What follows belongs to an exercise in optimizing a design on an open flow for small area; a production flow would make more cautious choices. The RTL was checked by simulation tests, not by an equivalence proof against the original design. Power is estimated from default activity; no workload was simulated.

==> flow/design.v <==
`timescale 1ns/10ps
package tcp_pkg;
    localparam int SEQ_W = 32;
    localparam int LEN_W = 16;
    localparam int FLAGS_W = 8;
    localparam int FLAG_ACK = 4;
    localparam int FLAG_PSH = 3;
    localparam int PKT_FLOWID_W = 8;
    typedef struct packed {
        logic [SEQ_W-1:0]   seq_num;
        logic [SEQ_W-1:0]   ack_num;
        logic [FLAGS_W-1:0] flags;
        logic [LEN_W-1:0]   payload_len;
    } tcp_hdr_t;
    typedef struct packed {
        logic [PKT_FLOWID_W-1:0] flowid;
        tcp_hdr_t                hdr;
    } send_pkt_t;
endpackage
`timescale 1ns/10ps
module tcp_engine (
     input  logic           clk
    ,input  logic           reset
    ,input  logic           rx_hdr_val
    ,input  logic   [1:0]   rx_hdr_flowid
    ,input  logic   [31:0]  rx_hdr_seq
    ,input  logic   [31:0]  rx_hdr_ack
    ,input  logic   [7:0]   rx_hdr_flags
    ,input  logic   [15:0]  rx_hdr_len
    ,output logic           rx_hdr_rdy
    ,output logic           rx_dst_val
    ,output logic   [1:0]   rx_dst_flowid
    ,output logic           rx_dst_accept
    ,output logic   [15:0]  rx_dst_len
    ,input  logic           rx_dst_rdy
    ,input  logic           app_tx_tail_wr_val
    ,input  logic   [1:0]   app_tx_tail_wr_flowid
    ,input  logic   [31:0]  app_tx_tail_wr_data
    ,input  logic           conn_init_val
    ,input  logic   [1:0]   conn_init_flowid
    ,input  logic   [31:0]  conn_init_snd_isn
    ,input  logic   [31:0]  conn_init_rcv_isn
    ,output logic           tx_pkt_val
    ,output logic   [1:0]   tx_pkt_flowid
    ,output logic   [31:0]  tx_pkt_seq
    ,output logic   [31:0]  tx_pkt_ack
    ,output logic   [7:0]   tx_pkt_flags
    ,output logic   [15:0]  tx_pkt_len
    ,input  logic           tx_pkt_rdy
);
    function automatic logic [31:0] add32(input logic [31:0] a, input logic [31:0] b);
        logic c;
        c = 1'b0;
        for (int i = 0; i < 32; i++) begin
            add32[i] = a[i] ^ b[i] ^ c;
            c = (a[i] & b[i]) | (a[i] & c) | (b[i] & c);
        end
    endfunction
    function automatic logic [31:0] sub32(input logic [31:0] a, input logic [31:0] b);
        logic c;
        c = 1'b1;
        for (int i = 0; i < 32; i++) begin
            sub32[i] = a[i] ^ ~b[i] ^ c;
            c = (a[i] & ~b[i]) | (a[i] & c) | (~b[i] & c);
        end
    endfunction
    function automatic logic [7:0] add8(input logic [7:0] a, input logic [7:0] b);
        logic c;
        c = 1'b0;
        for (int i = 0; i < 8; i++) begin
            add8[i] = a[i] ^ b[i] ^ c;
            c = (a[i] & b[i]) | (a[i] & c) | (b[i] & c);
        end
    endfunction
    function automatic logic diff_zero(input logic [31:0] a, input logic [31:0] b,
                                       input logic bin, input int n);
        logic ok;
        ok = ((a[0] ^ b[0]) == bin);
        for (int i = 1; i < 32; i++)
            if (i < n) ok = ok & (~(a[i] ^ b[i]) == (a[i-1] | ~b[i-1]));
        diff_zero = ok;
    endfunction
    function automatic logic lt8(input logic [7:0] a, input logic [7:0] b);
        logic c;
        c = 1'b1;
        for (int i = 0; i < 8; i++)
            c = (a[i] & ~b[i]) | (a[i] & c) | (~b[i] & c);
        lt8 = ~c;
    endfunction
    logic [31:0] rcv_nxt  [4];
    logic [31:0] snd_nxt  [4];
    logic [31:0] snd_tail [4];
    logic [7:0]  una_off  [4];    
    logic        proc;
    logic        ack_val;
    logic        dst_val;
    logic [31:0] ra_r;       
    logic [31:0] rb_r;       
    logic [15:0] rlen_r;
    logic [1:0]  rfid_r;
    logic        rackf_r;
    logic        racc_r;
    logic        rx_idle;
    logic [31:0] r_rcv, r_nxt;
    logic [7:0]  r_off;
    logic        in_order;
    logic [31:0] rcv_upd;
    logic [31:0] ack_dist;
    logic        ack_ok;
    logic        ack_hi0;
    logic        rem_hi0;
    assign rx_idle    = ~(proc | ack_val | dst_val);
    assign rx_hdr_rdy = rx_idle;
    logic [3:0] r_sel;
    always_comb for (int i = 0; i < 4; i++) r_sel[i] = (rfid_r == 2'(i));
    rd4 #(.W(32)) u_r_rcv (.s(r_sel), .d0(rcv_nxt[0]), .d1(rcv_nxt[1]), .d2(rcv_nxt[2]), .d3(rcv_nxt[3]), .y(r_rcv));
    rd4 #(.W(32)) u_r_nxt (.s(r_sel), .d0(snd_nxt[0]), .d1(snd_nxt[1]), .d2(snd_nxt[2]), .d3(snd_nxt[3]), .y(r_nxt));
    rd4 #(.W(8))  u_r_off (.s(r_sel), .d0(una_off[0]), .d1(una_off[1]), .d2(una_off[2]), .d3(una_off[3]), .y(r_off));
    assign in_order = (rb_r == r_rcv) && (rlen_r != 16'd0);
    assign rcv_upd  = add32(r_rcv, {16'd0, in_order ? rlen_r : 16'd0});
    assign ack_dist = sub32(r_nxt, ra_r);
    assign ack_hi0  = diff_zero({8'd0, r_nxt[31:8]}, {8'd0, ra_r[31:8]}, lt8(r_nxt[7:0], ra_r[7:0]), 24);
    assign ack_ok   = rackf_r && ack_hi0 && lt8(ack_dist[7:0], r_off);
    logic        t_send;
    logic        t_settle;
    logic        t_idle;
    logic [1:0]  tfid_r;
    logic [31:0] tseq_r;
    logic [31:0] tack_r;
    logic [6:0]  tlen_r;
    logic [1:0]  last_r;
    logic        grant_val;
    logic [1:0]  grant_fid;
    logic [1:0]  idx;
    logic [3:0]  sendable;
    logic [1:0]  t_fid;
    logic [31:0] t_nxt, t_rcv, t_x;
    logic [5:0]  t_tail_lo;
    logic [7:0]  t_off;
    logic [31:0] remain;
    logic [7:0]  win_left;
    logic [6:0]  seg_len;
    logic        take;
    logic [31:0] nxt_new;
    logic [7:0]  off_new;
    assign t_idle = ~(t_send | t_settle);
    logic [31:0] nt_x [4];
    always_comb for (int i = 0; i < 4; i++) nt_x[i] = snd_nxt[i] ^ snd_tail[i];
    always_comb begin
        for (int i = 0; i < 4; i++)
            sendable[i] = (nt_x[i] != 32'd0) && !una_off[i][7];
    end
    always_comb begin
        grant_val = 1'b0;
        grant_fid = 2'd0;
        idx       = 2'd0;
        for (int i = 1; i <= 4; i++) begin
            idx = last_r + 2'(i);
            if (!grant_val && sendable[idx]) begin
                grant_val = 1'b1;
                grant_fid = idx;
            end
        end
    end
    assign t_fid  = t_idle ? grant_fid : tfid_r;
    logic [3:0] t_sel;
    always_comb for (int i = 0; i < 4; i++) t_sel[i] = (t_fid == 2'(i));
    rd4 #(.W(32)) u_t_nxt  (.s(t_sel), .d0(snd_nxt[0]),  .d1(snd_nxt[1]),  .d2(snd_nxt[2]),  .d3(snd_nxt[3]),  .y(t_nxt));
    rd4 #(.W(32)) u_t_rcv  (.s(t_sel), .d0(rcv_nxt[0]),  .d1(rcv_nxt[1]),  .d2(rcv_nxt[2]),  .d3(rcv_nxt[3]),  .y(t_rcv));
    rd4 #(.W(32)) u_t_x    (.s(t_sel), .d0(nt_x[0]),     .d1(nt_x[1]),     .d2(nt_x[2]),     .d3(nt_x[3]),     .y(t_x));
    rd4 #(.W(8))  u_t_off  (.s(t_sel), .d0(una_off[0]),  .d1(una_off[1]),  .d2(una_off[2]),  .d3(una_off[3]),  .y(t_off));
    assign t_tail_lo = t_x[5:0] ^ t_nxt[5:0];
    assign remain   = sub32({26'd0, t_tail_lo}, {26'd0, t_nxt[5:0]});
    always_comb begin
        logic ok;
        ok = (t_x[6] == lt8({2'b0, t_tail_lo}, {2'b0, t_nxt[5:0]}));
        for (int i = 7; i < 32; i++)
            ok = ok & (t_x[i] ^ ~(t_nxt[i-1] & t_x[i-1]));
        rem_hi0 = ok;
    end
    logic [7:0] wl_neg;
    assign wl_neg   = add8({2'b0, ~t_off[5:0]}, 8'd1);
    assign win_left = {2'b0, wl_neg[5:0]};
    always_comb begin
        logic [7:0] m;
        m = rem_hi0 ? {2'b00, remain[5:0]} : 8'd64;
        if (t_off[6] && (t_off[5:0] != 6'd0) && lt8(win_left, m)) m = win_left;
        seg_len = m[6:0];
    end
    logic prio_r, lock_r, sel_r;
    logic sel_free, sel;
    logic ack_rdy;
    assign sel_free   = (ack_val && t_send) ? prio_r : t_send;
    assign sel        = lock_r ? sel_r : sel_free;
    assign tx_pkt_val = sel ? t_send : ack_val;
    assign ack_rdy    = tx_pkt_rdy && !sel;
    assign take       = t_send && tx_pkt_rdy && sel;
    logic sel_n;
    assign sel_n = ~sel;
    for (genvar b = 0; b < 32; b++) begin : g_out
        ao22 u_seq (.a1(sel), .b1(tseq_r[b]), .a2(sel_n), .b2(ra_r[b]), .y(tx_pkt_seq[b]));
        ao22 u_ack (.a1(sel), .b1(tack_r[b]), .a2(sel_n), .b2(rb_r[b]), .y(tx_pkt_ack[b]));
    end
    for (genvar b = 0; b < 2; b++) begin : g_out_fid
        ao22 u_fid (.a1(sel), .b1(tfid_r[b]), .a2(sel_n), .b2(rfid_r[b]), .y(tx_pkt_flowid[b]));
    end
    assign tx_pkt_flags  = {3'b000, 1'b1, sel, 3'b000};
    assign tx_pkt_len    = sel ? {9'd0, tlen_r} : 16'd0;
    assign rx_dst_val    = dst_val;
    assign rx_dst_flowid = rfid_r;
    assign rx_dst_accept = racc_r;
    assign rx_dst_len    = rlen_r;
    always_ff @(posedge clk) begin
        if (reset) begin
            prio_r <= 1'b0;
            lock_r <= 1'b0;
            sel_r  <= 1'b0;
        end else begin
            lock_r <= tx_pkt_val && !tx_pkt_rdy;
            sel_r  <= sel;
            if (tx_pkt_val && tx_pkt_rdy) prio_r <= ~sel;
        end
    end
    always_ff @(posedge clk) begin
        if (reset) begin
            proc     <= 1'b0;
            ack_val  <= 1'b0;
            dst_val  <= 1'b0;
            t_send   <= 1'b0;
            t_settle <= 1'b0;
            last_r   <= 2'd3;
        end else begin
            proc <= rx_idle && rx_hdr_val;
            if (proc) begin
                ack_val <= (rlen_r != 16'd0);
                dst_val <= 1'b1;
            end else begin
                if (ack_rdy)    ack_val <= 1'b0;
                if (rx_dst_rdy) dst_val <= 1'b0;
            end
            t_send   <= (t_idle && grant_val) || (t_send && !take);
            t_settle <= take;
            if (t_idle && grant_val) last_r <= grant_fid;
        end
    end
    logic [31:0] ra_d, rb_d;
    logic        rx_hold;
    assign rx_hold = !(rx_idle || proc);
    for (genvar b = 0; b < 32; b++) begin : g_rab
        ao222 u_ra (.a1(rx_idle), .b1(rx_hdr_ack[b]), .a2(proc), .b2(r_nxt[b]),   .a3(rx_hold), .b3(ra_r[b]), .y(ra_d[b]));
        ao222 u_rb (.a1(rx_idle), .b1(rx_hdr_seq[b]), .a2(proc), .b2(rcv_upd[b]), .a3(rx_hold), .b3(rb_r[b]), .y(rb_d[b]));
    end
    always_ff @(posedge clk) begin
        ra_r <= ra_d;
        rb_r <= rb_d;
        if (rx_idle) begin
            rlen_r  <= rx_hdr_len;
            rfid_r  <= rx_hdr_flowid;
            rackf_r <= rx_hdr_flags[4];
        end
        if (proc) racc_r <= in_order;
    end
    always_ff @(posedge clk) begin
        if (t_idle) begin
            tfid_r <= grant_fid;
            tseq_r <= t_nxt;
            tack_r <= t_rcv;
            tlen_r <= seg_len;
        end
    end
    logic [31:0] snd_isn, rcv_isn;
    logic        ua_same;
    assign snd_isn = conn_init_snd_isn;
    assign rcv_isn = conn_init_rcv_isn;
    assign nxt_new = add32(t_nxt, {25'd0, tlen_r});
    assign ua_same = proc && ack_ok && (rfid_r == tfid_r);
    assign off_new = ua_same ? add8(ack_dist[7:0], {1'b0, tlen_r}) : add8(t_off, {1'b0, tlen_r});
    logic [3:0] s_ini, s_rcv, s_nxt, s_tail, s_una;
    logic [3:0] h_rcv, h_nxt, h_tail, h_off;
    always_comb begin
        logic ini;
        for (int i = 0; i < 4; i++) begin
            ini       = conn_init_val && conn_init_flowid == 2'(i);
            s_ini[i]  = !reset && ini;
            s_rcv[i]  = !reset && !ini && proc && in_order && rfid_r == 2'(i);
            s_nxt[i]  = !reset && !ini && take && tfid_r == 2'(i);
            s_tail[i] = !reset && !ini && app_tx_tail_wr_val && app_tx_tail_wr_flowid == 2'(i);
            s_una[i]  = !reset && !ini && !s_nxt[i] && proc && ack_ok && rfid_r == 2'(i);
            h_rcv[i]  = !reset && !(ini || s_rcv[i]);
            h_nxt[i]  = !reset && !(ini || s_nxt[i]);
            h_tail[i] = !reset && !(ini || s_tail[i]);
            h_off[i]  = !reset && !(ini || s_nxt[i] || s_una[i]);
        end
    end
    logic [31:0] rcv_d  [4];
    logic [31:0] nxt_d  [4];
    logic [31:0] tail_d [4];
    logic [7:0]  off_d  [4];
    for (genvar i = 0; i < 4; i++) begin : g_tbl
        for (genvar b = 0; b < 32; b++) begin : g_bit
            ao222 u_rcv  (.a1(s_ini[i]), .b1(rcv_isn[b]), .a2(s_rcv[i]),  .b2(rcv_upd[b]),
                          .a3(h_rcv[i]),  .b3(rcv_nxt[i][b]),  .y(rcv_d[i][b]));
            ao222 u_nxt  (.a1(s_ini[i]), .b1(snd_isn[b]), .a2(s_nxt[i]),  .b2(nxt_new[b]),
                          .a3(h_nxt[i]),  .b3(snd_nxt[i][b]),  .y(nxt_d[i][b]));
            ao222 u_tail (.a1(s_ini[i]), .b1(snd_isn[b]), .a2(s_tail[i]), .b2(app_tx_tail_wr_data[b]),
                          .a3(h_tail[i]), .b3(snd_tail[i][b]), .y(tail_d[i][b]));
        end
        for (genvar b = 0; b < 8; b++) begin : g_off
            ao222 u_off  (.a1(s_nxt[i]), .b1(off_new[b]), .a2(s_una[i]),  .b2(ack_dist[b]),
                          .a3(h_off[i]),  .b3(una_off[i][b]),  .y(off_d[i][b]));
        end
    end
    always_ff @(posedge clk) begin
        for (int i = 0; i < 4; i++) begin
            rcv_nxt[i]  <= rcv_d[i];
            snd_nxt[i]  <= nxt_d[i];
            snd_tail[i] <= tail_d[i];
            una_off[i]  <= off_d[i];
        end
    end
endmodule
module ao222 (
     input  logic a1, b1, a2, b2, a3, b3
    ,output logic y
);
    assign y = (a1 & b1) | (a2 & b2) | (a3 & b3);
endmodule
module rd4 #(
     parameter int W = 32
)(
     input  logic [3:0]   s
    ,input  logic [W-1:0] d0, d1, d2, d3
    ,output logic [W-1:0] y
);
    for (genvar b = 0; b < W; b++) begin : g_bit
        ao2222 u_bit (.a1(s[0]), .b1(d0[b]), .a2(s[1]), .b2(d1[b]), .a3(s[2]), .b3(d2[b]),
                      .a4(s[3]), .b4(d3[b]), .y(y[b]));
    end
endmodule
module ao2222 (
     input  logic a1, b1, a2, b2, a3, b3, a4, b4
    ,output logic y
);
    logic n3, n4;
    aoi222 u_n3 (.a1(a1), .b1(b1), .a2(a2), .b2(b2), .a3(a3), .b3(b3), .y(n3));
    nd2    u_n4 (.a(a4), .b(b4), .y(n4));
    nd2    u_y  (.a(n3), .b(n4), .y(y));
endmodule
module aoi222 (
     input  logic a1, b1, a2, b2, a3, b3
    ,output logic y
);
    assign y = ~((a1 & b1) | (a2 & b2) | (a3 & b3));
endmodule
module nd2 (
     input  logic a, b
    ,output logic y
);
    assign y = ~(a & b);
endmodule
module ao22 (
     input  logic a1, b1, a2, b2
    ,output logic y
);
    assign y = (a1 & b1) | (a2 & b2);
endmodule
==> flow/flow/run.sh <==
#!/bin/bash
# Layout flow: the standard ORFS flow (standard.sh, standard synthesis
# unchanged), with two changes to how the layout is made:
#  - ports are buffered with the smallest buffer (buf_1) instead of the
#    default clkdlybuf4s50_1;
#  - the clock tree is built without dummy loads, with clkbuf_16 buffers
#    on clusters of at most 24 sinks within 70 um.
# make's full output goes to standard.log; ORFS writes each step's log under
# orfs/logs/.
set -euo pipefail
export BUFFER_PORTS_ARGS="-buffer_cell sky130_fd_sc_hd__buf_1"
export CTS_ARGS="-sink_clustering_enable -repair_clock_nets -dont_use_dummy_load -buf_list sky130_fd_sc_hd__clkbuf_16 -sink_clustering_size 24 -sink_clustering_max_diameter 70"
bash standard.sh > standard.log 2>&1
==> flow/standard.sh <==
#!/bin/bash
# synth_recipe.tcl (not shown) runs the flow's synth.tcl, then flattens the netlist and writes it again
# the make line also repeats each setting of config.mk as NAME=value (left out here)
make -C /OpenROAD-flow-scripts/flow DESIGN_CONFIG=/design/flow/config.mk WORK_HOME=/design/flow/orfs CLKGATE_MAP_FILE= SYNTH_SCRIPT=/design/flow/synth_recipe.tcl "${@:-finish}"
==> flow/config.mk <==
export PLATFORM = sky130hd
export DESIGN_NAME = tcp_engine
export DESIGN_NICKNAME = tcp_engine
export VERILOG_FILES = /design/flow/design.v
export SDC_FILE = /design/flow/constraint.sdc
export NUM_CORES = 4
export LEC_CHECK = 0
export ABC_AREA = 0
export CAP_MARGIN = 20
export CELL_PAD_IN_SITES_DETAIL_PLACEMENT = 1
export CELL_PAD_IN_SITES_GLOBAL_PLACEMENT = 1
export CORE_MARGIN = 2
export CORE_UTILIZATION = 45
export PLACE_DENSITY = 0.55
export SLEW_MARGIN = 20
export SYNTH_HIERARCHICAL = 1
export SYNTH_MINIMUM_KEEP_SIZE = 0
==> flow/constraint.sdc <==
create_clock -name core_clock -period 15.0 [get_ports {clk}]
set_input_delay 3.0000 -clock core_clock [delete_from_list [all_inputs] [get_ports {clk}]]
set_output_delay 3.0000 -clock core_clock [all_outputs]
set_load 0.01 [all_outputs]
==> summary.txt <==
## modules after synthesis, one instance, submodules excluded, a selection
module | cells | flops+latches | times used | cell area (um^2)
aoi222 | 1 | 0 | 176 | 10.0
ao22 | 1 | 0 | 66 | 8.76
tcp_engine | 1343 | 583 | 1 | 18500
nd2 | 1 | 0 | 352 | 3.75
ao222 | 2 | 0 | 480 | 13.8
## path summary, 6_finish.rpt
kind / startpoint / endpoint / slack [ns] / cells past startpoint
min: snd_tail[2][29] / snd_tail[2][29] / 0.50 / 2
max reg2reg: rfid_r[0] / rcv_nxt[0][31] / 1.71 / 43
max: rfid_r[0] / rcv_nxt[0][31] / 1.71 / 43
min reg2reg: snd_tail[2][29] / snd_tail[2][29] / 0.50 / 2
## stage by stage
stage                     total power, W  area [um^2]
after floorplan                  0.00241        28900
after CTS                        0.00396        32600
after global routing             0.00411        32600
final                            0.00400        32600
after global placement           0.00289        31500
after detailed placement         0.00292        31500
## layout make-up
class,instances,area (um^2)
well taps,846,1060
flip-flops and latches,583,12600
diodes,6,15.0
fillers,7277,30600
multi-input cells,1748,14300
repair buffers,342,1540
clock buffers,42,1050
inverters,555,2090
## critical path: cells and delay by family (launching register included)
kind                       cells  cell delay [ns]
AOI/OAI and AO/OA              2             0.46
xor gates and xnor gates       2             0.38
adders and majority gates     31             9.28
buffers and inverters          2             0.50
DFF                            1             0.55
and+or+nand+nor                6             1.98
## flip-flops by register name (all words and copies together) (netlist names), 2 cells and up
register / cells
last_r: 2
rlen_r: 16
tfid_r: 2
tseq_r: 32
rcv_nxt: 128
snd_tail: 128
tlen_r: 7
tack_r: 32
snd_nxt: 128
ra_r: 32
una_off: 32
rb_r: 32
rfid_r: 2
## routing by layer
metal  vias to the layer above  global-route usage, %
met5                         -                      0
met3                       489                   7.95
li1                      12200                      -
met1                     14800                   48.5
met2                      2137                   64.8
met4                        14                   22.9
## power breakdown
part / total (W) / switching [W] / leakage [nW] / internal, W
combinational: 0.00112 / 0.000792 / 10.8 / 0.000324
sequential: 0.00181 / 0.000104 / 4.98 / 0.00171
clock: 0.00107 / 0.000575 / 0.518 / 0.000496
## cell families after synthesis
family	share of synthesized area, %
fa+ha+maj	5.86
mux	0.209
flops	43.7
buf+inv	7.78
other cells	0.0261
xor+xnor	6.36
compound gates	27.1
simple gates	9.03
## cells in the final DEF, fill, tap and decap left out, types with 4 or more instances in the layout
cell type                   count
sky130_fd_sc_hd__and3_1         7
sky130_fd_sc_hd__a22o_1        66
sky130_fd_sc_hd__o21bai_1       5
sky130_fd_sc_hd__fa_1          40
sky130_fd_sc_hd__nor2_1        31
sky130_fd_sc_hd__inv_1        553
sky130_fd_sc_hd__mux2i_1        6
sky130_fd_sc_hd__edfxtp_1      91
sky130_fd_sc_hd__clkbuf_16     42
sky130_fd_sc_hd__and4_1         6
sky130_fd_sc_hd__a21boi_0       4
sky130_fd_sc_hd__nor2b_4        6
sky130_fd_sc_hd__buf_1        285
sky130_fd_sc_hd__a222oi_1     657
sky130_fd_sc_hd__ha_1          70
sky130_fd_sc_hd__nand2_1      400
sky130_fd_sc_hd__nor4_1        40
sky130_fd_sc_hd__nor2_4        13
sky130_fd_sc_hd__nand4_1       23
sky130_fd_sc_hd__a211oi_1       5
sky130_fd_sc_hd__a21oi_2        4
sky130_fd_sc_hd__dfxtp_1      491
sky130_fd_sc_hd__diode_2        6
sky130_fd_sc_hd__and2_1        19
sky130_fd_sc_hd__conb_1        16
sky130_fd_sc_hd__o21ai_0       14
sky130_fd_sc_hd__buf_4         54
sky130_fd_sc_hd__nand3_1        7
sky130_fd_sc_hd__a21oi_1       17
sky130_fd_sc_hd__xnor2_1       48
sky130_fd_sc_hd__nor2b_1       12
sky130_fd_sc_hd__xor2_1       161
sky130_fd_sc_hd__a32o_1         5
sky130_fd_sc_hd__nor2_2         5
sky130_fd_sc_hd__nand2b_1       5
==> qor.yml <==
sta:
  count_of_pins_over_their_slew_limit: 0
  fin_worst_skew_ns: 0.0688
  worst-slew-pin-transition_ns: 1.24
  fin_crit_sh_pct: 88.6
  grt_setup_unrepaired: "false"
  final-hold-violation-count: 0
  timing.max_slew.rel_slack_pct: 16.9
  worst_hold_slack_ns: 0.504
  layout_min_cycle_time_ns: 13.29
  timing.final.ws_setup_ns: 1.71
  max_freq_mhz: 75.2
  report.final.setup_viol: 0
  total_neg_setup_slack_ns: 0
placed_design:
  place_ws_ns: 1.83
  place.gp.congestion: 0.910
  dp.final_hpwl_um: 84000
  post-place-cells: 4074
  io_buffer_count: 285
routing:
  drt_drc_violations_left: 0
  detailed_routing_iterations_pass_1: 14
  dr.max_layer_used: "met5"
  m1WireLength_um: 49300
  drt_first_iter_violations: 6345
  routed_wl_um: 136000
  routed-wl-met2_um: 63000
  routed-wl-met3_um: 15700
  route.antenna.remaining_nets: 0
  routed-via-count: 29600
  vias_per_cell: 7.17
  routedWlPerCell_um: 33.1
synthesis:
  ys_async_sr_fraction_pct: 0
  synth_top_cells_by_count: "657 x sky130_fd_sc_hd__a222oi_1, 555 x sky130_fd_sc_hd__inv_1, 492 x sky130_fd_sc_hd__dfxtp_1"
  count_of_unique_library_cells_instantiated_by_yosys: 58
  ys_warn_count: 21
  ys.flop_type: "sky130_fd_sc_hd__dfxtp_1"
  synth-seq-cells: 583
  synth_top_cell_by_area: "sky130_fd_sc_hd__dfxtp_1"
  netlist_instances: 2897
  post-synth-top-area-fraction_pct: 34.2
  synthesized_area_divided_by_synthesized_cell_count_um2: 9.94
  synth_enable_flop_cells: 91
  synth_area_mm2: 0.0288
  netlist_top_cells_area: "sky130_fd_sc_hd__dfxtp_1 34%, sky130_fd_sc_hd__a222oi_1 23%, sky130_fd_sc_hd__edfxtp_1 9.5%, sky130_fd_sc_hd__inv_1 7.2%, sky130_fd_sc_hd__nand2_1 5.2%"
  seq_area_frac_synth_pct: 43.7
  synthMostInstantiatedCell: "sky130_fd_sc_hd__a222oi_1"
grt:
  gr-usage-all-layers_pct: 39.6
  global_route_congestion_overflow_total: 0
  grt_start_max_net_pins: 100
  grt_pass1_vias: 29900
  grt_pass1_wl_um: 197000
  antenna_found_initial: 13
clock_network:
  clk_pin_slew_worst_paths_ns: 0.07
  cts-root-to-sink-buffers: 3
  cts_setup_buffers: 0
  cts.htree.levels: 2
  cts_buffers: 42
  clk_root_buffer_cell: "sky130_fd_sc_hd__clkbuf_16"
  cts_tree: "done"
  clock_latency_reported_for_the_late_side_of_the_worst_skew_pair_ns: 0.64
  holdBufCountCts: 0
  cts_num_sinks: 583
  cts_resized: 0
floorplan:
  height_of_the_die_um: 257
  core_area_mm2: 0.0632
  design.portCount: 309
  die-width_um: 257
  die-area_mm2: 0.0660
  starting_utilization_of_the_core_area_pct: 45.6
  std_cell_rows: 92
setup_path:
  critical_path.most_common_cell: "sky130_fd_sc_hd__ha_1"
  worstPathArrival_ns: 13.78
  cp-start-kind: "flop"
  path_max_fanout: 25
  cp_required_ns: 15.49
  worst-setup-path-type: "flop to flop"
  setup.worst_path.end_class: "flop"
  cpPeakStageDelay_ns: 0.92
  critical_path.slowest_cell: "sky130_fd_sc_hd__nor2_4"
status:
  status: "timing/DRC/antenna clean"
power:
  ir_worst_vdd_mv: 0.0926
  powerDensity_mw_per_mm2: 123
  power.static_leakage_nw: 16.3
final_layout:
  areaGrowthSynthToFinish_pct: 13.2
  layout.nets: 3579
  layout.core_utilization_pct: 51.6
  layout-drive-gt1-share_pct: 4.62
  finalNonFillerCells: 4122
job:
  cap_violations: 0
min_path:
  hold_path.class: "flop to flop"

## re-timing with driven ports
In the flow no input, the clock included, has a driving cell. The finished layout below was timed again as built, in two steps.
Step 1 assumes that a clkbuf_16 drives the clock port and a buf_2 every other input.
Step 2, shift: input delay + t, output delay - t, t = (earliest + latest rising clock arrival at the registers) / 2. This alone moves slack from input paths to output paths.
Three values: ideal ports, drivers, drivers and shift; two values: the first two.
t, ns: 0.675
slack for setup (ns): 1.710 / 1.710 / 1.710
worst setup path after step 2: register to register
worst data-port slew with drivers (ns): 0.14
After both steps this run still meets setup and hold. For this run, drivers alone change the setup slack by 0.000 ns; drivers and shift together by 0.000 ns.
